What follows belongs to an exercise in optimizing a design on an open flow for small area, a short achievable clock period and few clock cycles per item; a production flow would make more cautious choices. In this exercise RTL edits were held to simulation tests only and were not proved equivalent to the original. Power figures rest on the tool's default switching activity, not on a simulated workload.

### flow/constraint.sdc
create_clock -name core_clock -period 5.0 [get_ports {clk_i}]
set_input_delay 1.0000 -clock core_clock [delete_from_list [all_inputs] [get_ports {clk_i}]]
set_output_delay 1.0000 -clock core_clock [all_outputs]
set_load 0.01 [all_outputs]
### flow/config.mk
export PLATFORM = sky130hd
export DESIGN_NAME = data_feeder_top
export DESIGN_NICKNAME = data_feeder_top
export VERILOG_FILES = /design/flow/design.v
export SDC_FILE = /design/flow/constraint.sdc
export NUM_CORES = 4
export LEC_CHECK = 0
export ABC_CLOCK_PERIOD_IN_PS = 2500
export CAP_MARGIN = 20
export CORE_AREA = 5 5 235 235
export CTS_BUF_LIST = sky130_fd_sc_hd__clkbuf_8
export CTS_CLUSTER_DIAMETER = 80
export CTS_CLUSTER_SIZE = 40
export DIE_AREA = 0 0 240 240
export SETUP_SLACK_MARGIN = 2.5
export SLEW_MARGIN = 20
### flow/design.v
`default_nettype none
package feeder_pkg;
    typedef logic [31:0]  bus_addr_t;
    typedef logic [31:0]  bus_data_t;
    typedef logic [15:0]  word_t;
    typedef logic [511:0] line_t;
    typedef logic [4:0]   word_idx_t;
    typedef logic [14:0]  len_t;
    typedef logic [14:0]  sram_idx_t;
    typedef logic [7:0]   opcode_t;
    localparam opcode_t OP_LOAD_INPUT  = 8'd9;
    localparam opcode_t OP_LOAD_WEIGHT = 8'd10;
    localparam bus_addr_t REG_DRAM_ADDR = 32'h0000_2024;
    localparam bus_addr_t REG_DRAM_LEN  = 32'h0000_2028;
    localparam bus_addr_t REG_XFER      = 32'h0000_2030;
    localparam bus_addr_t REG_SRAM_IDX  = 32'h0000_2034;
    localparam bus_addr_t REG_DATA_TYPE = 32'h0000_2038;
    localparam bus_addr_t REG_BUSY      = 32'h0000_0020;
    localparam int unsigned LINE_BYTES = 64;
    typedef struct packed {
        len_t      len;
        sram_idx_t sram_idx;
        logic      weight;
    } xfer_cfg_t;
    typedef struct packed {
        logic      valid;
        opcode_t   opcode;
        word_t     data;
        sram_idx_t idx;
    } load_cmd_t;
endpackage
`default_nettype wire
`default_nettype none
module feeder_regs #(
    parameter feeder_pkg::bus_addr_t BUS_BASE = 32'hC400_0000
) (
    input  logic                  clk_i,
    input  logic                  rst_i,
    input  logic                  host_strobe_i,
    input  logic                  host_rw_i,
    input  feeder_pkg::bus_addr_t host_addr_i,
    input  feeder_pkg::bus_data_t host_wdata_i,
    output logic                  host_ready_o,
    output feeder_pkg::bus_data_t host_rdata_o,
    input  logic                  busy_i,
    output feeder_pkg::xfer_cfg_t cfg_o,
    output logic                  addr_we_o,
    output logic                  start_o
);
    localparam feeder_pkg::bus_addr_t ADDR_DRAM_ADDR = BUS_BASE + feeder_pkg::REG_DRAM_ADDR;
    localparam feeder_pkg::bus_addr_t ADDR_DRAM_LEN  = BUS_BASE + feeder_pkg::REG_DRAM_LEN;
    localparam feeder_pkg::bus_addr_t ADDR_XFER      = BUS_BASE + feeder_pkg::REG_XFER;
    localparam feeder_pkg::bus_addr_t ADDR_SRAM_IDX  = BUS_BASE + feeder_pkg::REG_SRAM_IDX;
    localparam feeder_pkg::bus_addr_t ADDR_DATA_TYPE = BUS_BASE + feeder_pkg::REG_DATA_TYPE;
    localparam feeder_pkg::bus_addr_t ADDR_BUSY      = BUS_BASE + feeder_pkg::REG_BUSY;
    logic wr_en;
    logic rd_en;
    logic busy_q;
    logic idx_set_q;
    feeder_pkg::sram_idx_t idx_q;
    assign wr_en     = host_strobe_i && host_rw_i;
    assign rd_en     = host_strobe_i && !host_rw_i;
    assign addr_we_o = wr_en && (host_addr_i == ADDR_DRAM_ADDR);
    always_ff @(posedge clk_i) begin
        if (rst_i) begin
            start_o <= 1'b0;
        end else begin
            start_o <= wr_en && (host_addr_i == ADDR_XFER);
        end
    end
    always_ff @(posedge clk_i) begin
        if (rst_i) begin
            cfg_o.weight <= 1'b0;
            idx_set_q    <= 1'b0;
        end else if (wr_en) begin
            if (host_addr_i == ADDR_DATA_TYPE) begin
                cfg_o.weight <= host_wdata_i[0];
            end
            if (host_addr_i == ADDR_SRAM_IDX) begin
                idx_set_q <= 1'b1;
            end
        end
    end
    always_ff @(posedge clk_i) begin
        if (wr_en && (host_addr_i == ADDR_SRAM_IDX)) begin
            idx_q <= feeder_pkg::sram_idx_t'(host_wdata_i);
        end
    end
    assign cfg_o.sram_idx = idx_q & {15{idx_set_q}};
    always_ff @(posedge clk_i) begin
        if (wr_en && (host_addr_i == ADDR_DRAM_LEN)) begin
            cfg_o.len <= feeder_pkg::len_t'(host_wdata_i);
        end
    end
    always_ff @(posedge clk_i) begin
        if (rst_i) begin
            host_ready_o <= 1'b0;
        end else begin
            host_ready_o <= host_strobe_i;
        end
    end
    always_ff @(posedge clk_i) begin
        if (rst_i) begin
            busy_q <= 1'b0;
        end else if (rd_en && (host_addr_i == ADDR_BUSY)) begin
            busy_q <= busy_i || start_o;
        end
    end
    assign host_rdata_o = feeder_pkg::bus_data_t'(busy_q);
endmodule
`default_nettype wire
`default_nettype none
module dram_read_req (
    input  logic                  clk_i,
    input  logic                  rst_i,
    input  logic                  addr_we_i,
    input  feeder_pkg::bus_data_t wdata_i,
    input  logic                  start_i,
    input  feeder_pkg::xfer_cfg_t cfg_i,
    output feeder_pkg::word_idx_t first_word_o,
    input  logic                  fifo_addr_full_i,
    input  logic                  fifo_rw_full_i,
    output logic                  dram_addr_valid_o,
    output feeder_pkg::bus_addr_t dram_addr_o,
    output logic                  busy_o
);
    logic [30:0] addr_q;
    logic        active_q;    
    logic        rewind_q;    
    logic        valid_q;     
    logic        first_q;     
    logic [9:0]  full_q;
    logic [1:0]  part_q;
    logic [5:0]  part_words;
    logic [1:0]  part_lines;
    logic        full_zero;
    logic        last_step;
    logic        step;
    logic        fifo_ready;
    logic [25:0] line_next;
    assign part_words = 6'(cfg_i.len[4:0]) + 6'(addr_q[4:0]);
    assign part_lines = (part_words == 6'd0)  ? 2'd0 :
                        (part_words <= 6'd32) ? 2'd1 : 2'd2;
    assign full_zero  = (full_q == '0);
    assign last_step  = full_zero ? (part_q == 2'd1) : ((full_q == 10'd1) && (part_q == 2'd0));
    assign step       = valid_q || rewind_q;
    assign fifo_ready = !fifo_addr_full_i && !fifo_rw_full_i;
    always_comb begin
        logic carry;
        carry = 1'b1;
        for (int i = 0; i < 26; i++) begin
            line_next[i] = addr_q[5 + i] ^ carry;
            carry        = carry & (addr_q[5 + i] ^ rewind_q);
        end
    end
    always_ff @(posedge clk_i) begin
        if (rst_i) begin
            active_q <= 1'b0;
            rewind_q <= 1'b0;
            valid_q  <= 1'b0;
        end else if (start_i) begin
            active_q <= 1'b1;
            valid_q  <= fifo_ready;
        end else if (valid_q) begin
            valid_q <= 1'b0;
            if (last_step) begin
                active_q <= 1'b0;
                rewind_q <= 1'b1;
            end
        end else if (rewind_q) begin
            if (last_step) begin
                rewind_q <= 1'b0;
            end
        end else begin
            valid_q <= active_q && fifo_ready;
        end
    end
    always_ff @(posedge clk_i) begin
        if (rst_i) begin
            addr_q <= '0;
        end else if (addr_we_i) begin
            addr_q <= wdata_i[31:1];
        end else if (step) begin
            addr_q[30:5] <= line_next;
        end
    end
    always_ff @(posedge clk_i) begin
        if (start_i || (valid_q && last_step)) begin
            full_q <= cfg_i.len[14:5];
            part_q <= part_lines;
        end else if (step) begin
            if (full_zero) begin
                part_q <= part_q - 1'b1;
            end else begin
                full_q <= full_q - 1'b1;
            end
        end
    end
    always_ff @(posedge clk_i) begin
        if (start_i) begin
            first_q <= 1'b1;
        end else if (valid_q) begin
            first_q <= 1'b0;
        end
    end
    assign dram_addr_valid_o = valid_q;
    assign dram_addr_o       = {addr_q[30:5], addr_q[4:0] & {5{first_q}}, 1'b0};
    assign first_word_o      = addr_q[4:0];
    assign busy_o            = active_q || rewind_q;
endmodule
`default_nettype wire
`default_nettype none
module gemm_load_feeder (
    input  logic                  clk_i,
    input  logic                  rst_i,
    input  logic                  start_i,
    input  feeder_pkg::xfer_cfg_t cfg_i,
    input  feeder_pkg::word_idx_t first_word_i,
    input  logic                  fifo_data_empty_i,
    input  feeder_pkg::line_t     dram_line_i,
    output logic                  fifo_data_rd_en_o,
    output feeder_pkg::load_cmd_t load_cmd_o,
    output logic                  busy_o
);
    feeder_pkg::sram_idx_t idx_q;
    logic                  active_q;    
    logic [3:0]            ptr_lo_q;    
    logic [7:0]            ptr_hi_q;    
    feeder_pkg::len_t      left_q;      
    logic                  pop_q;       
    logic                  pop_only_q;  
    logic                  fresh_q;     
    logic                  valid_q;
    feeder_pkg::word_t     data_q;
    logic                  take;
    logic                  last_word;
    logic                  next_last;
    logic                  at_30;
    logic                  at_31;
    feeder_pkg::word_t     word;
    assign take      = active_q && !fifo_data_empty_i && !pop_only_q;
    assign last_word = (left_q == 15'd1);
    assign at_30     = ptr_hi_q[7] && ptr_lo_q[2];
    assign at_31     = ptr_hi_q[7] && ptr_lo_q[3];
    assign next_last = (left_q == 15'd2) || at_30;
    always_ff @(posedge clk_i) begin
        if (rst_i) begin
            active_q   <= 1'b0;
            pop_q      <= 1'b0;
            pop_only_q <= 1'b0;
            valid_q    <= 1'b0;
        end else begin
            valid_q    <= take;
            pop_only_q <= 1'b0;
            if (start_i) begin
                active_q <= 1'b1;
                pop_q    <= 1'b0;
            end else if (take) begin
                if (last_word) begin
                    active_q <= 1'b0;
                end
                if (pop_q) begin
                    pop_q <= 1'b0;
                end else if (at_31 || last_word) begin
                    pop_q      <= 1'b1;
                    pop_only_q <= 1'b1;
                end else begin
                    pop_q <= next_last;
                end
            end else if (pop_only_q) begin
                pop_q <= 1'b0;
            end
        end
    end
    always_ff @(posedge clk_i) begin
        if (start_i) begin
            ptr_lo_q <= 4'(1) << first_word_i[1:0];
            ptr_hi_q <= 8'(1) << first_word_i[4:2];
            left_q   <= cfg_i.len;
            fresh_q  <= 1'b1;
        end else if (take) begin
            ptr_lo_q <= {ptr_lo_q[2:0], ptr_lo_q[3]};
            if (ptr_lo_q[3]) begin
                ptr_hi_q <= {ptr_hi_q[6:0], ptr_hi_q[7]};
            end
            left_q   <= left_q - 1'b1;
            fresh_q  <= 1'b0;
        end
    end
    always_ff @(posedge clk_i) begin
        if (take) begin
            idx_q <= fresh_q ? cfg_i.sram_idx : feeder_pkg::sram_idx_t'(idx_q + 1'b1);
        end
    end
    always_comb begin
        word = '0;
        for (int k = 0; k < 32; k++) begin
            word = word | (dram_line_i[16*k +: 16] & {16{ptr_lo_q[k % 4] & ptr_hi_q[k / 4]}});
        end
    end
    always_ff @(posedge clk_i) begin
        data_q <= word;
    end
    assign load_cmd_o.valid  = valid_q;
    assign load_cmd_o.opcode = cfg_i.weight ? feeder_pkg::OP_LOAD_WEIGHT
                                            : feeder_pkg::OP_LOAD_INPUT;
    assign load_cmd_o.data   = data_q;
    assign load_cmd_o.idx    = idx_q;
    assign fifo_data_rd_en_o = pop_q;
    assign busy_o            = active_q;
endmodule
`default_nettype wire
`default_nettype none
module data_feeder_top #(
    parameter feeder_pkg::bus_addr_t BUS_BASE = 32'hC400_0000
) (
    input  logic                  clk_i,
    input  logic                  rst_i,
    input  logic                  host_strobe_i,
    input  logic                  host_rw_i,
    input  feeder_pkg::bus_addr_t host_addr_i,
    input  feeder_pkg::bus_data_t host_wdata_i,
    output logic                  host_ready_o,
    output feeder_pkg::bus_data_t host_rdata_o,
    input  logic                  fifo_addr_full_i,
    input  logic                  fifo_rw_full_i,
    input  logic                  fifo_data_empty_i,
    input  feeder_pkg::line_t     dram_line_i,
    output logic                  dram_addr_valid_o,
    output feeder_pkg::bus_addr_t dram_addr_o,
    output logic                  fifo_data_rd_en_o,
    output feeder_pkg::load_cmd_t load_cmd_o
);
    feeder_pkg::xfer_cfg_t xfer_cfg;
    logic                  xfer_start;
    logic                  addr_we;
    feeder_pkg::word_idx_t first_word;
    logic                  req_busy;
    logic                  load_busy;
    feeder_regs #(
        .BUS_BASE (BUS_BASE)
    ) feeder_regs_inst (
        .clk_i         (clk_i),
        .rst_i         (rst_i),
        .host_strobe_i (host_strobe_i),
        .host_rw_i     (host_rw_i),
        .host_addr_i   (host_addr_i),
        .host_wdata_i  (host_wdata_i),
        .host_ready_o  (host_ready_o),
        .host_rdata_o  (host_rdata_o),
        .busy_i        (req_busy || load_busy),
        .cfg_o         (xfer_cfg),
        .addr_we_o     (addr_we),
        .start_o       (xfer_start)
    );
    dram_read_req dram_read_req_inst (
        .clk_i             (clk_i),
        .rst_i             (rst_i),
        .addr_we_i         (addr_we),
        .wdata_i           (host_wdata_i),
        .start_i           (xfer_start),
        .cfg_i             (xfer_cfg),
        .first_word_o      (first_word),
        .fifo_addr_full_i  (fifo_addr_full_i),
        .fifo_rw_full_i    (fifo_rw_full_i),
        .dram_addr_valid_o (dram_addr_valid_o),
        .dram_addr_o       (dram_addr_o),
        .busy_o            (req_busy)
    );
    gemm_load_feeder gemm_load_feeder_inst (
        .clk_i             (clk_i),
        .rst_i             (rst_i),
        .start_i           (xfer_start),
        .cfg_i             (xfer_cfg),
        .first_word_i      (first_word),
        .fifo_data_empty_i (fifo_data_empty_i),
        .dram_line_i       (dram_line_i),
        .fifo_data_rd_en_o (fifo_data_rd_en_o),
        .load_cmd_o        (load_cmd_o),
        .busy_o            (load_busy)
    );
endmodule
`default_nettype wire
### flow/standard.sh
#!/bin/bash
# synth_recipe.tcl (not shown) runs the flow's synth.tcl, then flattens the netlist and writes it again
# the make line also repeats each setting of config.mk as NAME=value (left out here)
make -C /OpenROAD-flow-scripts/flow DESIGN_CONFIG=/design/flow/config.mk WORK_HOME=/design/flow/orfs CLKGATE_MAP_FILE= SYNTH_SCRIPT=/design/flow/synth_recipe.tcl "${@:-finish}"
### flow/flow/run.sh
#!/bin/bash
# Standard ORFS layout, with the port buffers made of the smallest buffer cell.
set -euo pipefail
export BUFFER_PORTS_ARGS="-buffer_cell sky130_fd_sc_hd__buf_1"
bash standard.sh finish > standard.log 2>&1
==> results by group, run 1 <==
Outcome
  • Result of the run: timing/DRC/antenna clean

STA
  • Total count of max-transition violations in the final report: 0
  • Transition at the pin with the smallest max-transition slack: between 0.9 and 1 ns
  • Number of setup violations in the final report: 0
  • Final period util: approximately half
  • Highest Clock Rate: approximately 0.41 GHz
  • Post-layout minimum cycle time: about 2.5 ns
  • Total Neg Setup Slack: 0 ns
  • Headroom to the max-slew limit: ~36%
  • Hold violation total from the final report: 0
  • Unrepaired setup endpoints after global routing: no
  • Worst clock skew: 0.0284 ns

Logic synthesis
  • Distinct cell type count after synthesis: between 70 and 80
  • Main synth FF type: sky130_fd_sc_hd__edfxtp_1
  • Number of warning messages in the yosys log: 4
  • Number of enable flip-flop cells after synthesis: 84
  • Yosys reg bits: 145
  • Share of flip-flops with an asynchronous set or reset after synthesis: 0%
  • Cell count after synthesis: around 1,200
  • Post-synthesis instance area: between 10,000 and 15,000 µm²
  • Post-Synthesis Mean Instance Area: slightly below 9 µm²
  • Sequential fraction of the synthesis area: 35.5%

Cells and area
  • Share of the core filled with cells: between 20% and 30%
  • Area added between synthesis and finish: 37.2%
  • Final net count: roughly 2,400
  • Post-route standard cell area excluding fillers: roughly 14,000 µm²
  • Share of cells above drive strength 1: around 7.7%
  • Most common cell after layout, fill and taps aside: sky130_fd_sc_hd__buf_1
  • Most frequent cells in the layout: 646 x sky130_fd_sc_hd__buf_1, 144 x sky130_fd_sc_hd__a22oi_1, 84 x sky130_fd_sc_hd__edfxtp_1

Floorplan
  • Placement Rows: 84
  • Floorplan core area: roughly 52,000 µm²
  • Count of pins on the block boundary: between 600 and 700
  • Floorplan die width: 240 µm
  • Die Area: between 50,000 and 60,000 µm²
  • Starting Density: 20.1%
  • Overall die height: roughly 240 µm

Run
  • Max-Cap Viols: 0

Detailed routing
  • Iteration-0 DRC count of the detailed router: approximately 1,400
  • Number of search-and-repair iterations in the first detailed-routing pass: 8
  • Per-cell routed wire length: 33.6 µm
  • Post-route ant nets: 0
  • Vias after detailed routing: 13,843
  • Detailed-route wire length: ~86,000 µm
  • Vias per cell: about 5.4
  • Remaining DRCs: 0

Power and ir drop
  • Total power consumption of the routed design: 2.66 mW
  • Fraction of power spent switching nets: 29.5%
  • Portion of total power attributed to combinational logic: 13.9%
  • Internal power consumption: ~1.9 mW
  • Clock Power Share: between 30% and 40%
  • Worst ir drop on vdd: between 0.0002 and 0.00025 V
  • Static Leakage: about 4.7 nW
  • Power per standard cell area: around 180 nW/µm²
  • Power spent charging and discharging nets: around 780 µW
  • Reg power frac: between 40% and 50%

GRT
  • Initial antenna violation count: 86
  • Wire length of the first global-routing pass: between 100,000 and 150,000 µm
  • Total congestion overflow: 0
  • Largest net degree at the start of global routing: 61
  • Global-route track usage on met2: a little over two fifths
  • Fraction of met3 tracks used by global routing: 13.0%
  • Met1 track demand over resource in global routing: between 30% and 40%
  • Gr busiest metal: met2
  • Via count of the first global-routing pass: about 14,000
  • Total Routing Usage GR: between 20 and 30%

CTS
  • CTS clk-pin slew, worst paths: roughly 0.11 ns
  • CTS tree: built
  • H-Tree Level Count: 4
  • Maximum count of clock buffers along a single path: 2
  • Number of sinks on the clock net: approximately 150
  • CTS root buffer: sky130_fd_sc_hd__clkbuf_8
  • CTS Buf Count: 17
  • Clk Latency, worst-skew pair: 0.54 ns

Worst setup path
  • Slowest Stage Delay on Critical Path: ~0.56 ns
  • Arrival time worst endpoint: between 2 and 3 ns
  • Critical Path, Cell by Cell: buf_4 -> clkinv_2 -> o22ai_1 -> or4_1 -> or4_1
  • Crit path required time: around 5.4 ns
  • Critical Path Fanout Max: 18
  • Crit-path slowest cell: sky130_fd_sc_hd__or4_1
  • Startpoint Class: flop
  • Crit path buf inv count: 2
  • CP Capture Type: flop
  • Cell repeated most along the worst path: sky130_fd_sc_hd__or4_1
  • Category of the critical setup timing path: reg2reg
  • Crit path max-delay family: simple AND/OR/NAND/NOR gates

Place
  • DP HPWL: a little over 70,000 µm
  • Instance area at placement: roughly 14,000 µm²
  • Final weighted congestion in routability-driven placement: between 0.9 and 1
  • Number of input and output port buffers inserted: 651

Min path
  • HP Class: reg2reg
[sequential cells by signal (all words and copies together), names as in the netlist, 8 cells and up]
register,flops
dram_read_req_inst.addr_q,31
feeder_regs_inst.cfg_o,16
gemm_load_feeder_inst.data_q,16
feeder_regs_inst.idx_q,15
gemm_load_feeder_inst.idx_q,15
gemm_load_feeder_inst.left_q,15
dram_read_req_inst.full_q,10
gemm_load_feeder_inst.ptr_hi_q,8
[cell type report]
cell class / count / area (µm²)
diodes: 41 / 103
clock buffers: 17 / 234
clock inverters: 15 / 176
fillers: 5827 / 38000
inverters: 34 / 133
multi-input cells: 915 / 6220
flip-flops and latches: 145 / 3760
well taps: 688 / 861
repair buffers: 710 / 2970
[stage by stage]
step	cells	hold WS [ns]	setup WS [ns]
after floorplan	1236	0.432	2.17
after global placement	2463	0.443	1.61
after detailed placement	2463	0.455	1.50
after CTS	2514	0.476	2.42
after global routing	2551	0.510	2.47
final	2565	0.472	2.55
[power groups by stage]
stage,registers (mW),clock network (mW),logic [mW]
floorplan,1.28,0,0.127
finish,1.25,1.04,0.369
global placement,1.28,0,0.354
detailed placement,1.28,0,0.357
global route,1.25,1.12,0.392
CTS,1.25,1.08,0.360
[path summary, 6_finish.rpt]
path                            slack, ns  cells after the start                                        start                                  endpoint
worst min-delay path                 0.47                      2      feeder_regs_inst.idx_set_q$_SDFFE_PP0P_   feeder_regs_inst.idx_set_q$_SDFFE_PP0P_
worst max-delay path                 2.55                      5  gemm_load_feeder_inst.ptr_lo_q[2]$_DFFE_PP_  gemm_load_feeder_inst.data_q[13]$_DFF_P_
worst max register to register       2.55                      5  gemm_load_feeder_inst.ptr_lo_q[2]$_DFFE_PP_  gemm_load_feeder_inst.data_q[13]$_DFF_P_
worst min register to register       0.47                      2      feeder_regs_inst.idx_set_q$_SDFFE_PP0P_   feeder_regs_inst.idx_set_q$_SDFFE_PP0P_
[per-layer routing]
layer	share of wire, %	wire length [µm]
met1	36	31300
met2	45	38600
met3	12	10700
met4	6.3	5450
met5	0.26	222
[cell usage after synthesis (all sizes together) (8+ instances only)]
library cell,instances,area (µm²)
edfxtp,84,2520
dfxtp,61,1220
nand2,81,304
nand2b,12,75.1
a21oi,80,400
a32oi,24,210
or4,22,165
a31oi,14,87.6
nor4,15,93.8
o21ai,40,204
nand4,19,119
a311oi,8,70.1
nor2,61,229
nor3,15,75.1
clkbuf,77,289
o31ai,13,97.6
buf,65,448
a22oi,145,1090
nand3,36,193
o22ai,35,219
ha,13,163
and2,16,100
a22o,18,158
mux2i,8,92.6
xnor2,33,289
xor2,27,236
a222oi,33,330
inv,33,124
[logic make-up after synthesis]
kind of cell             Yosys count  synth area share, %
AO/OA/AOI/OAI                    462                 31.4
XOR/XNOR                          60                 4.99
adder cells (fa/ha/maj)           14                 1.73
buffers and inverters            176                 8.21
flip-flops                       145                 35.5
multiplexers                       8                0.879
other                              2               0.0713
AND/OR/NAND/NOR                  333                 17.1
[repair_timing]
action                     in CTS  in global routing
resized for setup              21                 28
hold buffers                    0                  0
pin swaps                       3                  6
setup buffers                  19                 10
setup endpoints to repair     100                 73
[worst register-to-register path, stage by stage (launching register included)]
cell                       delay [ns]
sky130_fd_sc_hd__edfxtp_1        0.45
sky130_fd_sc_hd__buf_4           0.25
sky130_fd_sc_hd__clkinv_2        0.36
sky130_fd_sc_hd__o22ai_1         0.23
sky130_fd_sc_hd__or4_1           0.56
sky130_fd_sc_hd__or4_1           0.52
Testbench counts, summed over its fixed seeds: cycles 185,016, words 174,743.
==> run 2, diff against run 1 <==
--- a/flow/config.mk
+++ b/flow/config.mk
@@ -12,5 +12,5 @@
 export CTS_CLUSTER_DIAMETER = 80
 export CTS_CLUSTER_SIZE = 40
 export DIE_AREA = 0 0 240 240
-export SETUP_SLACK_MARGIN = 2.5
+export SETUP_SLACK_MARGIN = 2.3
 export SLEW_MARGIN = 20
==> results by group, run 2 <==
Logic synthesis
  • Number of enable flip-flop cells after synthesis: 84 (unchanged)
  • Most common cell in the netlist: sky130_fd_sc_hd__a22oi_1
  • Post-synth top cells: 145 x sky130_fd_sc_hd__a22oi_1, 84 x sky130_fd_sc_hd__edfxtp_1, 81 x sky130_fd_sc_hd__nand2_1
  • Top cell type's share of synthesized area: 23.9% (unchanged)
  • Number of warning messages in the yosys log: 4 (unchanged)
  • Distinct cell type count after synthesis: 74 (unchanged)
  • Share of flip-flops with an asynchronous set or reset after synthesis: 0% (unchanged)
  • Post-synthesis instance area: 10,500 µm² (unchanged)
  • Biggest area consumer among synthesized cells: sky130_fd_sc_hd__edfxtp_1
  • Main synth FF type: sky130_fd_sc_hd__edfxtp_1
  • Sequential fraction of the synthesis area: 35.5% (unchanged)
  • Yosys reg bits: 145 (unchanged)
  • Top cells by area in the synthesized netlist: sky130_fd_sc_hd__edfxtp_1 24%, sky130_fd_sc_hd__dfxtp_1 12%, sky130_fd_sc_hd__a22oi_1 10%
  • Post-Synthesis Mean Instance Area: 8.78 µm² (unchanged)
  • Cell count after synthesis: 1,200 (unchanged)

Min path
  • HP Class: reg2reg

Detailed routing
  • Number of search-and-repair iterations in the first detailed-routing pass: 6 (-2)
  • Post-route ant nets: 0 (unchanged)
  • Detailed-route wire length: 86,500 µm (+0.24%)
  • Vias per cell: 5.36 (-0.66%)
  • Vias after detailed routing: 13,676 (-1.2%)
  • Remaining DRCs: 0 (unchanged)
  • Per-cell routed wire length: 33.9 µm (+0.79%)
  • Iteration-0 DRC count of the detailed router: 1,559 (+12%)

Cells and area
  • Leading registers by flop count: dram_read_req_inst.addr_q: 31 flops, feeder_regs_inst.cfg_o: 16 flops, gemm_load_feeder_inst.data_q: 16 flops
  • Multi-input gate area: 6120 µm² (-1.6%)
  • Final net count: 2,398 (-0.91%)
  • Share of cells above drive strength 1: 5.18% (-2.5 points)
  • Finished Layout Cells: 2,551 (-0.55%)
  • Most frequent cells in the layout: 650 x sky130_fd_sc_hd__buf_1, 145 x sky130_fd_sc_hd__a22oi_1, 84 x sky130_fd_sc_hd__edfxtp_1
  • Reg with most FFs: dram_read_req_inst.addr_q
  • Layout fillers: 5,877 (+0.86%)
  • Share of the core filled with cells: 26.9% (-0.65 points)
  • Area added between synthesis and finish: 34.0%
  • Post-route standard cell area excluding fillers: 14,100 µm² (-2.3%)
  • Number of flip-flops under the largest register name: 31 (unchanged)
  • Area occupied by registers: 3750 µm² (-0.20%)
  • Most common cell after layout, fill and taps aside: sky130_fd_sc_hd__buf_1

Power and ir drop
  • Static Leakage: 4.47 nW (-3.9%)
  • Total power consumption of the routed design: 2.63 mW (-1.0%)
  • Worst ir drop on vdd: 0.000154 V (-25%)
  • Power per standard cell area: 186 nW/µm² (+1.3%)

CTS
  • CTS Buf Count: 17 (unchanged)
  • H-Tree Level Count: 4 (unchanged)
  • Maximum count of clock buffers along a single path: 2 (unchanged)
  • Clk Latency, worst-skew pair: 0.52 ns (-0.02 ns)
  • CTS clk-pin slew, worst paths: 0.11 ns (about the same)
  • Number of sinks on the clock net: 145 (unchanged)
  • CTS root buffer: sky130_fd_sc_hd__clkbuf_8
  • Post-CTS Hold Buffers: 0 (unchanged)
  • CTS tree: built

GRT
  • Via count of the first global-routing pass: 13,299 (-2.4%)
  • Initial antenna violation count: 97 (+13%)
  • Largest net degree at the start of global routing: 61 (unchanged)
  • Wire length of the first global-routing pass: 112,000 µm (+0.10%)
  • Total congestion overflow: 0 (unchanged)
  • Total Routing Usage GR: 28.4% (+0.15 points)

Place
  • Post-Place Cells: 2,458 (-0.20%)
  • Post-Place Worst Slack: 1.58 ns (+0.0821 ns)
  • Number of input and output port buffers inserted: 651 (unchanged)
  • DP HPWL: 71,300 µm (about the same)
  • Final weighted congestion in routability-driven placement: 1.00 (+0.15%)
  • Instance area at placement: 13,500 µm² (-0.41%)

Outcome
  • Result of the run: timing/DRC/antenna clean

Floorplan
  • Overall die height: 240 µm (unchanged)
  • Floorplan core area: 52,400 µm² (unchanged)
  • Placement Rows: 84 (unchanged)
  • Die Area: 57,600 µm² (unchanged)
  • Floorplan die width: 240 µm (unchanged)
  • Count of pins on the block boundary: 690 (unchanged)
  • Starting Density: 20.1% (unchanged)

STA
  • Total Neg Setup Slack: 0 ns (unchanged)
  • Worst-case setup margin in the final layout: 2.28 ns (-0.269 ns)
  • Total count of max-transition violations in the final report: 0 (unchanged)
  • Transition at the pin with the smallest max-transition slack: 1.04 ns (+0.0714 ns)
  • Number of setup violations in the final report: 0 (unchanged)
  • Worst clock skew: 0.0212 ns (-0.00716 ns)
  • Headroom to the max-slew limit: 30.3% (-5.3 points)
  • Post-layout minimum cycle time: 2.72 ns (+0.269 ns)
  • Highest Clock Rate: 0.368 GHz (-9.9%)
  • Final period util: 54.4% (+5.4 points)
  • Hold Slack: 0.481 ns (+0.00927 ns)
  • Unrepaired setup endpoints after global routing: no
  • Hold violation total from the final report: 0 (unchanged)

Worst setup path
  • Arrival time worst endpoint: 3.12 ns (+0.24 ns)
  • CP Capture Type: flop
  • Startpoint Class: flop
  • Category of the critical setup timing path: reg2reg
  • Crit path required time: 5.40 ns (-0.03 ns)
  • Critical Path Fanout Max: 47 (+29)

Run
  • Max-Cap Viols: 0 (unchanged)
==> run 2: changes by cell type in the layout (fill, tap and decap cells not counted), sizes merged <==
cell | before | now
buf | 708 | 687
diode | 41 | 49
clkinv | 7 | 4
inv | 39 | 42
bufinv | 2 | 0
clkinvlp | 1 | 3
clkbuf | 19 | 18
==> run 2: logic make-up after synthesis <==
kind of cell    after synthesis  share of synthesized area, %
xor+xnor                     60                          4.99
mux                           8                         0.879
buf+inv                     176                          8.21
other cells                   2                        0.0713
simple gates                333                          17.1
compound gates              462                          31.4
flops                       145                          35.5
fa+ha+maj                    14                          1.73
==> run 2: worst max-delay path, cell delays in order (launching register included) <==
cell                       delay [ns]
sky130_fd_sc_hd__edfxtp_1        0.42
sky130_fd_sc_hd__buf_4           0.34
sky130_fd_sc_hd__inv_1           0.54
sky130_fd_sc_hd__o22a_1          0.27
sky130_fd_sc_hd__nand4_1         0.34
sky130_fd_sc_hd__or4_1           0.62
==> run 2: path summary, 6_finish.rpt <==
| kind | cells after the start | slack [ns] | start | to |
|---|---|---|---|---|
| worst max-delay path | 5 | 2.28 | gemm_load_feeder_inst.ptr_hi_q[3]$_DFFE_PP_ | gemm_load_feeder_inst.data_q[8]$_DFF_P_ |
| worst min-delay path | 2 | 0.48 | feeder_regs_inst.idx_set_q$_SDFFE_PP0P_ | feeder_regs_inst.idx_set_q$_SDFFE_PP0P_ |
| worst max register to register | 5 | 2.28 | gemm_load_feeder_inst.ptr_hi_q[3]$_DFFE_PP_ | gemm_load_feeder_inst.data_q[8]$_DFF_P_ |
| worst min register to register | 2 | 0.48 | feeder_regs_inst.idx_set_q$_SDFFE_PP0P_ | feeder_regs_inst.idx_set_q$_SDFFE_PP0P_ |
==> run 2: power breakdown <==
part	switching, mW	internal [mW]	total, mW
logic	0.204	0.163	0.367
clock network	0.632	0.379	1.01
registers	0.000125	1.25	1.25
total	0.836	1.79	2.63
==> run 2: final cells by class <==
cell class              instances  share of cell area (%)
inverters                      34                   0.931
repair buffers                688                    19.4
flip-flops and latches        145                    26.6
well taps                     688                    6.10
clock inverters                15                    1.14
multi-input cells             915                    43.4
clock buffers                  17                    1.66
diodes                         49                   0.869
==> run 2: timing repair <==
action,4_1_cts,5_1_grt
pin swaps,0,1
hold endpoints to repair,0,0
buffers inserted,7,5
gates resized for setup,5,5
endpoints found under the setup margin,26,47
==> run 2: layer usage <==
| layer | up-vias | share of wire (%) | track usage (%) |
|---|---|---|---|
| li1 | 5944 | - | - |
| met1 | 6514 | 36 | 32.4 |
| met2 | 961 | 43 | 41.8 |
| met3 | 209 | 15 | 17.1 |
| met4 | 48 | 5.0 | 14.5 |
| met5 | - | 0.37 | 0 |
==> run 3, diff against run 2 <==
--- a/flow/design.v
+++ b/flow/design.v
@@ -229,7 +229,6 @@
     feeder_pkg::len_t      left_q;      
     logic                  pop_q;       
     logic                  pop_only_q;  
-    logic                  fresh_q;     
     logic                  valid_q;
     feeder_pkg::word_t     data_q;
     logic                  take;
@@ -277,19 +276,19 @@
             ptr_lo_q <= 4'(1) << first_word_i[1:0];
             ptr_hi_q <= 8'(1) << first_word_i[4:2];
             left_q   <= cfg_i.len;
-            fresh_q  <= 1'b1;
         end else if (take) begin
             ptr_lo_q <= {ptr_lo_q[2:0], ptr_lo_q[3]};
             if (ptr_lo_q[3]) begin
                 ptr_hi_q <= {ptr_hi_q[6:0], ptr_hi_q[7]};
             end
             left_q   <= left_q - 1'b1;
-            fresh_q  <= 1'b0;
         end
     end
     always_ff @(posedge clk_i) begin
-        if (take) begin
-            idx_q <= fresh_q ? cfg_i.sram_idx : feeder_pkg::sram_idx_t'(idx_q + 1'b1);
+        if (start_i) begin
+            idx_q <= cfg_i.sram_idx;
+        end else if (valid_q) begin
+            idx_q <= idx_q + 1'b1;
         end
     end
     always_comb begin
--- a/flow/config.mk
+++ b/flow/config.mk
@@ -12,5 +12,5 @@
 export CTS_CLUSTER_DIAMETER = 80
 export CTS_CLUSTER_SIZE = 40
 export DIE_AREA = 0 0 240 240
-export SETUP_SLACK_MARGIN = 2.3
+export SETUP_SLACK_MARGIN = 2.5
 export SLEW_MARGIN = 20
==> results by group, run 3 <==
Power and ir drop
  • Static Leakage: 4.51 nW (+1.0%)
  • Worst ir drop on vdd: 0.000156 V (+1.3%)
  • Power per standard cell area: 189 nW/µm² (+1.5%)

GRT
  • Initial antenna violation count: 64 (-34%)
  • Wire length of the first global-routing pass: 104,000 µm (-7.3%)
  • Total congestion overflow: 0 (unchanged)
  • Via count of the first global-routing pass: 13,148 (-1.1%)
  • Total Routing Usage GR: 25.9% (-2.5 points)
  • Largest net degree at the start of global routing: 54 (-11%)

CTS
  • CTS tree: built
  • CTS root buffer: sky130_fd_sc_hd__clkbuf_8
  • Clk Latency, worst-skew pair: 0.50 ns (-0.02 ns)
  • Post-CTS Hold Buffers: 0 (unchanged)
  • Number of sinks on the clock net: 144 (-0.69%)
  • H-Tree Level Count: 4 (unchanged)
  • Maximum count of clock buffers along a single path: 2 (unchanged)
  • CTS clk-pin slew, worst paths: 0.11 ns (about the same)
  • CTS Buf Count: 17 (unchanged)

Floorplan
  • Die Area: 57,600 µm² (unchanged)
  • Floorplan core area: 52,400 µm² (unchanged)
  • Floorplan die width: 240 µm (unchanged)
  • Overall die height: 240 µm (unchanged)
  • Count of pins on the block boundary: 690 (unchanged)
  • Starting Density: 19.8% (-0.32 points)
  • Placement Rows: 84 (unchanged)

Worst setup path
  • Crit path required time: 5.38 ns (-0.02 ns)
  • Startpoint Class: flop
  • Critical Path Source: gemm_load_feeder_inst.ptr_hi_q[1]$_DFFE_PP_
  • Worst R2R Start: gemm_load_feeder_inst.ptr_hi_q[1]$_DFFE_PP_
  • Arrival time worst endpoint: 2.89 ns (-0.23 ns)
  • CP Capture Type: flop
  • Category of the critical setup timing path: reg2reg
  • Worst r2r path cells: 4 (-1)
  • Critical Path Fanout Max: 42 (-11%)

STA
  • Headroom to the max-slew limit: 36.8% (+6.5 points)
  • Total count of max-transition violations in the final report: 0 (unchanged)
  • Worst clock skew: 0.0271 ns (+0.00588 ns)
  • Unrepaired setup endpoints after global routing: yes
  • Final period util: 50.0% (-4.4 points)
  • Hold Slack: 0.490 ns (+0.00906 ns)
  • Transition at the pin with the smallest max-transition slack: 0.949 ns (-0.0892 ns)
  • Post-layout minimum cycle time: 2.50 ns (-0.218 ns)
  • Total Neg Setup Slack: 0 ns (unchanged)
  • Highest Clock Rate: 0.400 GHz (+8.7%)
  • Number of setup violations in the final report: 0 (unchanged)
  • Hold violation total from the final report: 0 (unchanged)

Logic synthesis
  • Top cells by area in the synthesized netlist: sky130_fd_sc_hd__edfxtp_1 24%, sky130_fd_sc_hd__dfxtp_1 12%, sky130_fd_sc_hd__a22oi_1 9.5%
  • Main synth FF type: sky130_fd_sc_hd__edfxtp_1
  • Post-synth top cells: 131 x sky130_fd_sc_hd__a22oi_1, 90 x sky130_fd_sc_hd__nor2_1, 84 x sky130_fd_sc_hd__edfxtp_1
  • Number of enable flip-flop cells after synthesis: 84 (unchanged)
  • Cell count after synthesis: 1,168 (-2.7%)
  • Yosys reg bits: 144 (-0.69%)
  • Post-synthesis compound-gate area fraction: 29.7% (-1.7 points)
  • Post-synthesis instance area: 10,400 µm² (-1.6%)
  • Most common cell in the netlist: sky130_fd_sc_hd__a22oi_1
  • Basic-gate share of the synthesized area counting and, or, nand and nor cells: 17.1% (about the same)
  • Arithmetic-cell share of the synthesized area counting full adders, half adders and majority gates: 1.76% (+0.028 points)
  • Proportion of synthesized area in mux cells: 1.86% (+0.98 points)
  • Share of flip-flops with an asynchronous set or reset after synthesis: 0% (unchanged)
  • Xor-xnor portion of the synthesized cell area: 5.66% (+0.67 points)
  • Distinct cell type count after synthesis: 74 (unchanged)
  • Biggest area consumer among synthesized cells: sky130_fd_sc_hd__edfxtp_1
  • Sequential fraction of the synthesis area: 35.9% (+0.38 points)
  • Number of warning messages in the yosys log: 4 (unchanged)
  • Top cell type's share of synthesized area: 24.3% (+0.39 points)
  • Post-Synthesis Mean Instance Area: 8.88 µm² (+1.1%)
  • Combinational family with the most area after synthesis: compound AO/OA/AOI/OAI gates

Place
  • DP HPWL: 65,600 µm (-8.0%)
  • Final weighted congestion in routability-driven placement: 1.04 (+3.6%)
  • Number of input and output port buffers inserted: 651 (unchanged)

Detailed routing
  • Post-route ant nets: 0 (unchanged)
  • Remaining DRCs: 0 (unchanged)
  • Vias per cell: 5.39 (+0.52%)
  • Per-cell routed wire length: 32.0 µm (-5.5%)
  • Number of search-and-repair iterations in the first detailed-routing pass: 7 (+1)
  • Iteration-0 DRC count of the detailed router: 1,660 (+6.5%)
  • Detailed-route wire length: 80,700 µm (-6.7%)
  • Vias after detailed routing: 13,569 (-0.78%)

Min path
  • Worst Hold Depth: 1 (-1)
  • HP Class: reg2reg
  • Start point of the worst min-delay path: feeder_regs_inst.idx_set_q$_SDFFE_PP0P_

Cells and area
  • Reg with most FFs: dram_read_req_inst.addr_q
  • Area added between synthesis and finish: 36.7%
  • Share of the core filled with cells: 27.0% (+0.12 points)
  • Share of cells above drive strength 1: 6.85% (+1.7 points)
  • Most common cell after layout, fill and taps aside: sky130_fd_sc_hd__buf_1
  • Most frequent cells in the layout: 650 x sky130_fd_sc_hd__buf_1, 130 x sky130_fd_sc_hd__a22oi_1, 87 x sky130_fd_sc_hd__nor2_1
  • Leading registers by flop count: dram_read_req_inst.addr_q: 31 flops, feeder_regs_inst.cfg_o: 16 flops, gemm_load_feeder_inst.data_q: 16 flops
  • Number of flip-flops under the largest register name: 31 (unchanged)
  • Final net count: 2,380 (-0.75%)

Outcome
  • Result of the run: timing/DRC/antenna clean

Run
  • Max-Cap Viols: 0 (unchanged)
-- run 3: cell types whose count changed in the layout (fill, tap and decap cells not counted), moves of 10 or more --
| cell | delta |
|---|---|
| sky130_fd_sc_hd__nor2_1 | +27 |
| sky130_fd_sc_hd__a211oi_1 | +16 |
| sky130_fd_sc_hd__o22ai_1 | -11 |
| sky130_fd_sc_hd__diode_2 | -15 |
| sky130_fd_sc_hd__a21oi_1 | -23 |
| sky130_fd_sc_hd__nand2_1 | -15 |
| sky130_fd_sc_hd__nand3_1 | +11 |
| sky130_fd_sc_hd__a22oi_1 | -15 |
| sky130_fd_sc_hd__mux2i_1 | +10 |
| sky130_fd_sc_hd__o31ai_1 | -12 |
-- run 3: path summary, 6_finish.rpt --
path                                                           endpoint  slack [ns]
worst max-delay path            gemm_load_feeder_inst.data_q[9]$_DFF_P_        2.50
worst min register to register  feeder_regs_inst.idx_set_q$_SDFFE_PP0P_        0.49
worst max register to register  gemm_load_feeder_inst.data_q[9]$_DFF_P_        2.50
worst min-delay path            feeder_regs_inst.idx_set_q$_SDFFE_PP0P_        0.49
-- run 3: power breakdown --
part	switching [mW]	internal, mW
sequential	0.000150	1.24
combinational	0.210	0.161
clock	0.554	0.511
total	0.764	1.91
-- run 3: critical path, stage by stage (launching register included) --
cell and delay (ns):
sky130_fd_sc_hd__edfxtp_1 0.40, sky130_fd_sc_hd__buf_4 0.34, sky130_fd_sc_hd__a222oi_1 0.90, sky130_fd_sc_hd__a31oi_1 0.16
sky130_fd_sc_hd__or4_1 0.55
-- run 3: final cells by class --
class                           instances  area (µm²)
Fill cell                            5805       38300
Multi-Input combinational cell        897        6140
Sequential cell                       144        3730
Timing Repair Buffer                  697        2830
Tap cell                              688         861
Clock buffer                           17         234
Clock inverter                         15         195
Inverter                               26         101
Antenna cell                           34        85.1
-- run 3: what timing repair did --
action                     CTS  global route
gates resized for setup     15            15
gates cloned                 0             3
buffers inserted             8             6
setup endpoints to repair   62            34
pin swaps                    2             3
hold endpoints to repair     0             0
-- run 3: cells by family (layout without fill, tap and decap cells) --
kind of cell,count (synthesis),in the layout
compound gates,416,417
xor+xnor,67,67
fa+ha+maj,14,14
buf+inv,166,755
flops,144,144
mux,18,18
other cells,2,72
simple gates,341,343
-- run 3: through the flow --
step	cell area (µm²)	cells	worst slack (ns)	total power, mW
floorplan	10600	1204	2.44	1.39
global placement	13400	2435	1.78	1.63
detailed placement	13400	2435	1.71	1.63
CTS	14000	2475	2.51	2.72
global route	14100	2500	2.49	2.79
finish	14200	2518	2.50	2.68
-- run 3: per-layer routing --
metal / routed length [µm] / global-route usage [%] / share of wire, % / vias up
li1: - / - / - / 5806
met1: 29900 / 30.3 / 37 / 6506
met2: 36300 / 39.7 / 45 / 1017
met3: 10700 / 12.6 / 13 / 206
met4: 3540 / 12.5 / 4.4 / 34
met5: 235 / 0 / 0.29 / -
Testbench counts of run 3, summed over its fixed seeds: cycles 185,016, words 174,743.
==> run 4, diff against run 3 <==
--- a/flow/config.mk
+++ b/flow/config.mk
@@ -5,6 +5,7 @@
 export SDC_FILE = /design/flow/constraint.sdc
 export NUM_CORES = 4
 export LEC_CHECK = 0
+export ABC_AREA = 1
 export ABC_CLOCK_PERIOD_IN_PS = 2500
 export CAP_MARGIN = 20
 export CORE_AREA = 5 5 235 235
==> results by group, run 4 <==
STA
  • Total count of max-transition violations in the final report: 0 (unchanged)
  • Highest Clock Rate: 0.396 GHz (-0.83%)
  • Headroom to the max-slew limit: 41.8% (+5.1 points)
  • Transition at the pin with the smallest max-transition slack: 0.868 ns (-0.0812 ns)
  • Unrepaired setup endpoints after global routing: yes
  • Worst clock skew: 0.0161 ns (-0.0110 ns)
  • Number of setup violations in the final report: 0 (unchanged)
  • Final period util: 50.5% (+0.42 points)
  • Hold violation total from the final report: 0 (unchanged)
  • Post-layout minimum cycle time: 2.52 ns (+0.0211 ns)
  • Total Neg Setup Slack: 0 ns (unchanged)

Cells and area
  • Area added between synthesis and finish: 37.3%
  • Layout fillers: 5,985 (+3.1%)
  • Final net count: 2,763 (+16%)
  • Finished Layout Cells: 2,888 (+15%)
  • Most frequent cells in the layout: 650 x sky130_fd_sc_hd__buf_1, 421 x sky130_fd_sc_hd__nand2_1, 114 x sky130_fd_sc_hd__inv_1
  • Share of cells above drive strength 1: 7.76% (+0.91 points)
  • Number of flip-flops under the largest register name: 31 (unchanged)
  • Leading registers by flop count: dram_read_req_inst.addr_q: 31 flops, feeder_regs_inst.cfg_o: 16 flops, gemm_load_feeder_inst.data_q: 16 flops
  • Post-route standard cell area excluding fillers: 14,900 µm² (+5.4%)
  • Reg with most FFs: dram_read_req_inst.addr_q
  • Most common cell after layout, fill and taps aside: sky130_fd_sc_hd__buf_1

CTS
  • Number of sinks on the clock net: 144 (unchanged)
  • Post-CTS Hold Buffers: 0 (unchanged)
  • Maximum count of clock buffers along a single path: 2 (unchanged)
  • CTS clk-pin slew, worst paths: 0.09 ns (-0.02 ns)
  • Clk Latency, worst-skew pair: 0.49 ns (about the same)
  • H-Tree Level Count: 4 (unchanged)
  • CTS Buf Count: 17 (unchanged)
  • CTS tree: built
  • CTS root buffer: sky130_fd_sc_hd__clkbuf_8

GRT
  • Initial antenna violation count: 34 (-47%)
  • Total Routing Usage GR: 25.2% (-0.71 points)
  • Wire length of the first global-routing pass: 102,000 µm (-1.4%)
  • Total congestion overflow: 0 (unchanged)
  • Via count of the first global-routing pass: 13,630 (+3.7%)
  • Largest net degree at the start of global routing: 43 (-20%)

Place
  • Post-Place Cells: 2,803 (+15%)
  • Number of input and output port buffers inserted: 651 (unchanged)
  • Instance area at placement: 13,900 µm² (+3.5%)
  • Final weighted congestion in routability-driven placement: 1.00 (-3.3%)
  • DP HPWL: 66,100 µm (+0.82%)

Logic synthesis
  • Post-synth top cells: 428 x sky130_fd_sc_hd__nand2_1, 116 x sky130_fd_sc_hd__inv_1, 98 x sky130_fd_sc_hd__nand3_1, 98 x sky130_fd_sc_hd__nor2_1, 84 x sky130_fd_sc_hd__edfxtp_1
  • Share of flip-flops with an asynchronous set or reset after synthesis: 0% (unchanged)
  • Biggest area consumer among synthesized cells: sky130_fd_sc_hd__edfxtp_1
  • Top cell type's share of synthesized area: 23.2% (-1.2 points)
  • Post-synthesis instance area: 10,900 µm² (+5.0%)
  • Xor-xnor portion of the synthesized cell area: 2.33% (-3.3 points)
  • Distinct cell type count after synthesis: 58 (-22%)
  • Post-Synthesis Mean Instance Area: 7.14 µm² (-20%)
  • Yosys reg bits: 144 (unchanged)
  • Combinational family with the most area after synthesis: simple AND/OR/NAND/NOR gates
  • Sequential fraction of the synthesis area: 34.2% (-1.7 points)
  • Top cells by area in the synthesized netlist: sky130_fd_sc_hd__edfxtp_1 23%, sky130_fd_sc_hd__nand2_1 15%, sky130_fd_sc_hd__dfxtp_1 11%
  • Post-synthesis compound-gate area fraction: 21.6% (-8.2 points)
  • Cell count after synthesis: 1,524 (+30%)
  • Number of warning messages in the yosys log: 4 (unchanged)
  • Most common cell in the netlist: sky130_fd_sc_hd__nand2_1
  • Basic-gate share of the synthesized area counting and, or, nand and nor cells: 29.4% (+12 points)
  • Number of enable flip-flop cells after synthesis: 84 (unchanged)
  • Arithmetic-cell share of the synthesized area counting full adders, half adders and majority gates: 1.68% (-0.083 points)
  • Proportion of synthesized area in mux cells: 0% (-1.9 points)
  • Main synth FF type: sky130_fd_sc_hd__edfxtp_1

Floorplan
  • Starting Density: 20.7% (+0.98 points)
  • Placement Rows: 84 (unchanged)
  • Count of pins on the block boundary: 690 (unchanged)
  • Die Area: 57,600 µm² (unchanged)
  • Floorplan die width: 240 µm (unchanged)
  • Floorplan core area: 52,400 µm² (unchanged)
  • Overall die height: 240 µm (unchanged)

Worst setup path
  • Crit path required time: 5.30 ns (-0.08 ns)
  • Worst r2r path cells: 8 (+4)
  • Category of the critical setup timing path: reg2reg
  • Startpoint Class: flop
  • Critical Path Fanout Max: 15 (-64%)
  • CP Capture Type: flop
  • Arrival time worst endpoint: 2.82 ns (-0.07 ns)

Power and ir drop
  • Worst ir drop on vdd: 0.000171 V (+9.6%)
  • Power per standard cell area: 186 nW/µm² (-1.7%)
  • Static Leakage: 5.63 nW (+25%)

Detailed routing
  • Detailed-route wire length: 78,200 µm (-3.1%)
  • Number of search-and-repair iterations in the first detailed-routing pass: 6 (-1)
  • Vias after detailed routing: 14,169 (+4.4%)
  • Per-cell routed wire length: 27.1 µm (-15%)
  • Iteration-0 DRC count of the detailed router: 1,288 (-22%)
  • Post-route ant nets: 0 (unchanged)
  • Remaining DRCs: 0 (unchanged)
  • Vias per cell: 4.91 (-9.0%)

Run
  • Max-Cap Viols: 0 (unchanged)

Min path
  • HP Class: reg2reg
  • Worst Hold Depth: 1 (unchanged)

Outcome
  • Result of the run: timing/DRC/antenna clean
## run 4: area by class of cell
type                            count  area [µm²]  share of cell area (%)
Inverter                          151         602                    4.03
Timing Repair Buffer              700        2830                    18.9
Tap cell                          688         861                    5.76
Multi-Input combinational cell   1152        6400                    42.9
Clock inverter                     15         229                    1.53
Clock buffer                       17         234                    1.57
Antenna cell                       21        52.6                   0.352
Sequential cell                   144        3730                    25.0
## run 4: report_power, final
group          switching, mW  internal [mW]  leakage (nW)
combinational          0.227          0.158          4.19
sequential          0.000612           1.24          1.21
clock                  0.543          0.603         0.228
## run 4: cells by family (layout without fill, tap and decap cells)
logic type,after synthesis,after routing
AO/OA/AOI/OAI,336,336
XOR/XNOR,29,29
adder cells (fa/ha/maj),14,14
buffers and inverters,265,883
flip-flops,144,144
other,2,59
AND/OR/NAND/NOR,734,735
## run 4: worst max-delay path, cell delays in order, from the launching register on
cell and delay (ns):
sky130_fd_sc_hd__edfxtp_1 0.50, sky130_fd_sc_hd__buf_4 0.20, sky130_fd_sc_hd__nand2_1 0.08, sky130_fd_sc_hd__inv_2 0.14
sky130_fd_sc_hd__a22o_1 0.23, sky130_fd_sc_hd__a211oi_1 0.37, sky130_fd_sc_hd__nand4_1 0.26, sky130_fd_sc_hd__nor4_2 0.30
sky130_fd_sc_hd__nand4_1 0.25
## run 4: metrics by stage
stage	worst slack (ns)	hold WS (ns)	power, mW	utilization, %
6_report	2.48	0.513	2.77	28.5
5_1_grt	2.40	0.532	2.87	28.4
4_1_cts	2.46	0.515	2.79	27.8
3_5_place_dp	1.82	0.488	1.64	26.5
3_3_place_gp	1.76	0.479	1.64	26.5
2_1_floorplan	2.51	0.464	1.40	-
## run 4: final timing paths
path,endpoint,slack [ns],start
hold reg to reg,feeder_regs_inst.busy_q$_SDFFE_PP0P_,0.51,feeder_regs_inst.busy_q$_SDFFE_PP0P_
setup reg to reg,gemm_load_feeder_inst.data_q[4]$_DFF_P_,2.48,gemm_load_feeder_inst.ptr_hi_q[0]$_DFFE_PP_
setup / recovery,gemm_load_feeder_inst.data_q[4]$_DFF_P_,2.48,gemm_load_feeder_inst.ptr_hi_q[0]$_DFFE_PP_
hold / removal,feeder_regs_inst.busy_q$_SDFFE_PP0P_,0.51,feeder_regs_inst.busy_q$_SDFFE_PP0P_
## run 4: timing repair
item | 4_1_cts | 5_1_grt
cloned | 0 | 2
pin swaps | 6 | 12
gates resized for setup | 23 | 47
setup endpoints to repair | 47 | 92
buffers inserted | 21 | 9
## run 4: layer usage
metal,track usage (%),routed length (µm),vias up
met2,40.5,36600,830
met4,10.5,2670,12
met3,11.4,10000,109
li1,-,-,6579
met5,0,82,-
met1,29.2,28800,6639
==> run 5, diff against run 4 <==
--- a/flow/config.mk
+++ b/flow/config.mk
@@ -5,7 +5,6 @@
 export SDC_FILE = /design/flow/constraint.sdc
 export NUM_CORES = 4
 export LEC_CHECK = 0
-export ABC_AREA = 1
 export ABC_CLOCK_PERIOD_IN_PS = 2500
 export CAP_MARGIN = 20
 export CORE_AREA = 5 5 235 235
@@ -13,5 +12,5 @@
 export CTS_CLUSTER_DIAMETER = 80
 export CTS_CLUSTER_SIZE = 40
 export DIE_AREA = 0 0 240 240
-export SETUP_SLACK_MARGIN = 2.5
+export SETUP_SLACK_MARGIN = 2.7
 export SLEW_MARGIN = 20
==> results by group, run 5 <==
Outcome
  • Result of the run: timing/DRC/antenna clean

Worst setup path
  • Category of the critical setup timing path: reg2reg
  • CP Capture Type: flop
  • Critical Path Source: gemm_load_feeder_inst.ptr_lo_q[0]$_DFFE_PP_
  • Crit-path slowest cell: sky130_fd_sc_hd__a222oi_1
  • Crit path max-delay family: compound AO/OA/AOI/OAI gates
  • Critical Path Fanout Max: 12 (-3)
  • Critical Path, Cell by Cell: buf_4 -> a222oi_1 -> nor2_1 -> or4_1
  • Crit path required time: 5.40 ns (+0.10 ns)
  • Worst R2R Start: gemm_load_feeder_inst.ptr_lo_q[0]$_DFFE_PP_
  • Slowest Stage Delay on Critical Path: 0.99 ns (+0.49 ns)
  • R2R Setup Slk: 2.54 ns (+0.06 ns)
  • Reg-to-reg critical path endpoint: gemm_load_feeder_inst.data_q[10]$_DFF_P_
  • Crit path buf inv count: 1 (-1)
  • Worst r2r path cells: 4 (-4)
  • Arrival time worst endpoint: 2.86 ns (+0.04 ns)
  • Startpoint Class: flop

STA
  • Worst clock skew: 0.0172 ns (+0.00104 ns)
  • Headroom to the max-slew limit: 25.2% (-17 points)
  • Transition at the pin with the smallest max-transition slack: 1.12 ns (+0.254 ns)
  • Post-layout minimum cycle time: 2.46 ns (-0.0596 ns)
  • Total Neg Setup Slack: 0 ns (unchanged)
  • Final period util: 49.3% (-1.2 points)
  • Hold violation total from the final report: 0 (unchanged)
  • Unrepaired setup endpoints after global routing: yes
  • Total count of max-transition violations in the final report: 0 (unchanged)
  • Number of setup violations in the final report: 0 (unchanged)
  • Highest Clock Rate: 0.406 GHz (+2.4%)

Cells and area
  • Layout fillers: 5,778 (-3.5%)
  • Most common cell after layout, fill and taps aside: sky130_fd_sc_hd__buf_1
  • Finished Layout Cells: 2,566 (-11%)
  • Number of flip-flops under the largest register name: 31 (unchanged)
  • Area added between synthesis and finish: 43.6%
  • Final net count: 2,426 (-12%)
  • Most frequent cells in the layout: 637 x sky130_fd_sc_hd__buf_1, 127 x sky130_fd_sc_hd__a22oi_1, 87 x sky130_fd_sc_hd__nor2_1
  • Reg with most FFs: dram_read_req_inst.addr_q
  • Share of cells above drive strength 1: 11.9% (+4.2 points)
  • Leading registers by flop count: dram_read_req_inst.addr_q: 31 flops, feeder_regs_inst.cfg_o: 16 flops, gemm_load_feeder_inst.data_q: 16 flops

Logic synthesis
  • Biggest area consumer among synthesized cells: sky130_fd_sc_hd__edfxtp_1
  • Post-Synthesis Mean Instance Area: 8.88 µm² (+24%)
  • Cell count after synthesis: 1,168 (-23%)
  • Distinct cell type count after synthesis: 74 (+28%)
  • Post-synthesis instance area: 10,400 µm² (-4.7%)
  • Top cells by area in the synthesized netlist: sky130_fd_sc_hd__edfxtp_1 24%, sky130_fd_sc_hd__dfxtp_1 12%, sky130_fd_sc_hd__a22oi_1 9.5%
  • Share of flip-flops with an asynchronous set or reset after synthesis: 0% (unchanged)
  • Main synth FF type: sky130_fd_sc_hd__edfxtp_1
  • Sequential fraction of the synthesis area: 35.9% (+1.7 points)
  • Number of enable flip-flop cells after synthesis: 84 (unchanged)
  • Post-synth top cells: 131 x sky130_fd_sc_hd__a22oi_1, 90 x sky130_fd_sc_hd__nor2_1, 84 x sky130_fd_sc_hd__edfxtp_1
  • Yosys reg bits: 144 (unchanged)
  • Top cell type's share of synthesized area: 24.3% (+1.2 points)
  • Most common cell in the netlist: sky130_fd_sc_hd__a22oi_1
  • Number of warning messages in the yosys log: 4 (unchanged)

Floorplan
  • Floorplan die width: 240 µm (unchanged)
  • Placement Rows: 84 (unchanged)
  • Die Area: 57,600 µm² (unchanged)
  • Overall die height: 240 µm (unchanged)
  • Floorplan core area: 52,400 µm² (unchanged)
  • Starting Density: 19.8% (-0.98 points)
  • Count of pins on the block boundary: 690 (unchanged)

Detailed routing
  • Per-cell routed wire length: 32.0 µm (+18%)
  • Length of routed wiring on met1: 30,100 µm (+4.5%)
  • Post-route ant nets: 0 (unchanged)
  • Top routing layer in use: met5
  • Vias per cell: 5.42 (+11%)
  • Met3 WL post-DR: 10,700 µm (+6.7%)
  • Number of search-and-repair iterations in the first detailed-routing pass: 7 (+1)
  • Vias after detailed routing: 13,916 (-1.8%)
  • Detailed-route wire length: 82,100 µm (+5.0%)
  • Remaining DRCs: 0 (unchanged)
  • Iteration-0 DRC count of the detailed router: 1,501 (+17%)
  • DR WL met2: 36,600 µm (about the same)

CTS
  • Maximum count of clock buffers along a single path: 2 (unchanged)
  • Post-CTS Hold Buffers: 0 (unchanged)
  • CTS tree: built
  • CTS root buffer: sky130_fd_sc_hd__clkbuf_8
  • CTS Buf Count: 17 (unchanged)
  • Number of sinks on the clock net: 144 (unchanged)
  • H-Tree Level Count: 4 (unchanged)
  • Clk Latency, worst-skew pair: 0.53 ns (+0.04 ns)
  • CTS clk-pin slew, worst paths: 0.10 ns (about the same)

GRT
  • Via count of the first global-routing pass: 13,273 (-2.6%)
  • Wire length of the first global-routing pass: 104,000 µm (+1.9%)
  • Total Routing Usage GR: 25.9% (+0.77 points)
  • Largest net degree at the start of global routing: 56 (+30%)
  • Initial antenna violation count: 78 (+130%)
  • Total congestion overflow: 0 (unchanged)

Min path
  • Worst Hold Depth: 1 (unchanged)
  • Start point of the worst min-delay path: feeder_regs_inst.idx_set_q$_SDFFE_PP0P_
  • HP Class: reg2reg
  • Hold-critical path endpoint: feeder_regs_inst.idx_set_q$_SDFFE_PP0P_

Power and ir drop
  • Worst ir drop on vdd: 0.000229 V (+34%)
  • Static Leakage: 4.93 nW (-12%)
  • Power per standard cell area: 176 nW/µm² (-5.1%)

Place
  • Number of input and output port buffers inserted: 651 (unchanged)
  • DP HPWL: 65,500 µm (-0.90%)
  • Post-Place Cells: 2,434 (-13%)
  • Final weighted congestion in routability-driven placement: 1.01 (+1.2%)

Run
  • Max-Cap Viols: 0 (unchanged)
run 5: cell count changes after synthesis, moves of 21 or more:
cell,change
sky130_fd_sc_hd__a221oi_1,-42
sky130_fd_sc_hd__a222oi_1,+42
sky130_fd_sc_hd__a22o_1,-30
sky130_fd_sc_hd__a22oi_1,+131
sky130_fd_sc_hd__a32o_1,-22
sky130_fd_sc_hd__a32oi_1,+25
sky130_fd_sc_hd__inv_1,-92
sky130_fd_sc_hd__inv_2,-30
sky130_fd_sc_hd__nand2_1,-362
sky130_fd_sc_hd__nand3_1,-51
sky130_fd_sc_hd__nand4_1,-39
sky130_fd_sc_hd__o21ai_1,-25
sky130_fd_sc_hd__o22ai_1,+21
sky130_fd_sc_hd__xnor2_1,+29
run 5: worst reg2reg max path: cells and delay by family (launching register included):
kind	cells	cell delay (ns)
AO/OA/AOI/OAI	1	1.01
AND/OR/NAND/NOR	2	0.64
flip-flops	1	0.44
buffers and inverters	1	0.24
run 5: layer usage:
layer | track usage [%] | vias to the layer above
met1 | 30.3 | 6707
li1 | - | 5910
met2 | 39.6 | 1040
met3 | 12.2 | 221
met4 | 13.6 | 38
met5 | 0 | -
run 5: cell type report:
type	count	area [µm²]	area share, %
Antenna cell	36	90.1	0.605
Clock buffer	17	234	1.57
Clock inverter	15	173	1.16
Inverter	26	108	0.723
Multi-Input combinational cell	896	6240	41.9
Sequential cell	144	3760	25.3
Tap cell	688	861	5.78
Timing Repair Buffer	744	3420	23.0
run 5: worst max path at each step:
stage                                                       to  slack, ns  cells after the start
finish                gemm_load_feeder_inst.data_q[10]$_DFF_P_       2.54                      4
global route          gemm_load_feeder_inst.data_q[10]$_DFF_P_       2.59                      4
CTS                                             dram_addr_o[4]       2.56                      2
detailed placement  dram_read_req_inst.addr_q[27]$_SDFFE_PP0P_       1.93                      8
global placement     dram_read_req_inst.addr_q[7]$_SDFFE_PP0P_       1.75                      7
floorplan                  feeder_regs_inst.idx_q[0]$_DFFE_PP_       2.44                      5
run 5: kinds of logic (layout without fill, tap and decap cells):
kind of cell | after synthesis | count (layout) | synth area share (%)
xor+xnor | 67 | 67 | 5.66
fa+ha+maj | 14 | 14 | 1.76
mux | 18 | 18 | 1.86
compound gates | 416 | 416 | 29.7
simple gates | 341 | 343 | 17.1
flops | 144 | 144 | 35.9
buf+inv | 166 | 802 | 7.86
other cells | 2 | 74 | 0.0724
run 5: power breakdown:
part | internal (mW) | leakage [nW] | switching, mW
Combinational | 0.161 | 3.53 | 0.212
Clock | 0.419 | 0.205 | 0.593
Sequential | 1.24 | 1.19 | 0.000105
run 5: repair_timing:
| action | CTS | global route |
|---|---|---|
| pin swaps | 7 | 17 |
| cloned | 0 | 9 |
| resized for setup | 64 | 49 |
| setup buffers | 20 | 35 |
| endpoints found under the setup margin | 76 | 41 |
run 5: per-stage QoR:
stage	total power, mW	setup WS, ns	instance area, µm²	hold WS [ns]	util (%)
after floorplan	1.39	2.44	10600	0.436	-
after global placement	1.63	1.75	13400	0.445	25.5
after detailed placement	1.63	1.93	13400	0.451	25.6
after CTS	2.66	2.56	14200	0.477	27.0
after global routing	2.72	2.59	14800	0.523	28.3
final	2.62	2.54	14900	0.475	28.4

-- afterwards: timing with drivers on the ports --
In the flow no input, the clock included, has a driving cell. The finished layouts below were timed again as built, in two steps. Step 1 sets driving cells, clkbuf_16 on the clock port and buf_2 on the other inputs (assumed; they add their load-dependent delay and slew). Step 2 adds t to the input delays and takes it off the output delays; t is the mean of the earliest and latest rising clock arrival at the registers after step 1. Input paths then give back, and output paths get back, about the clock's delay inside the block. a / b / c = no drivers / after step 1 / after step 2; a / b = the first two.
run	shift t [ns]	slack for setup (ns)	worst setup path at the end	worst slew at a driven data input, ns
run 1	0.579	2.549 / 2.515 / 2.005	input to register	0.27
run 2	0.561	2.280 / 2.280 / 1.892	input to register	0.24
run 3	0.536	2.498 / 2.498 / 2.060	input to register	0.24
run 4	0.526	2.477 / 2.477 / 2.124	input to register	0.20
run 5	0.577	2.536 / 2.536 / 2.095	input to register	0.26
After both steps every run listed still meets setup and hold. For run 1, which loses most, drivers alone change the setup slack by -0.034 ns; drivers and shift together by -0.544 ns.
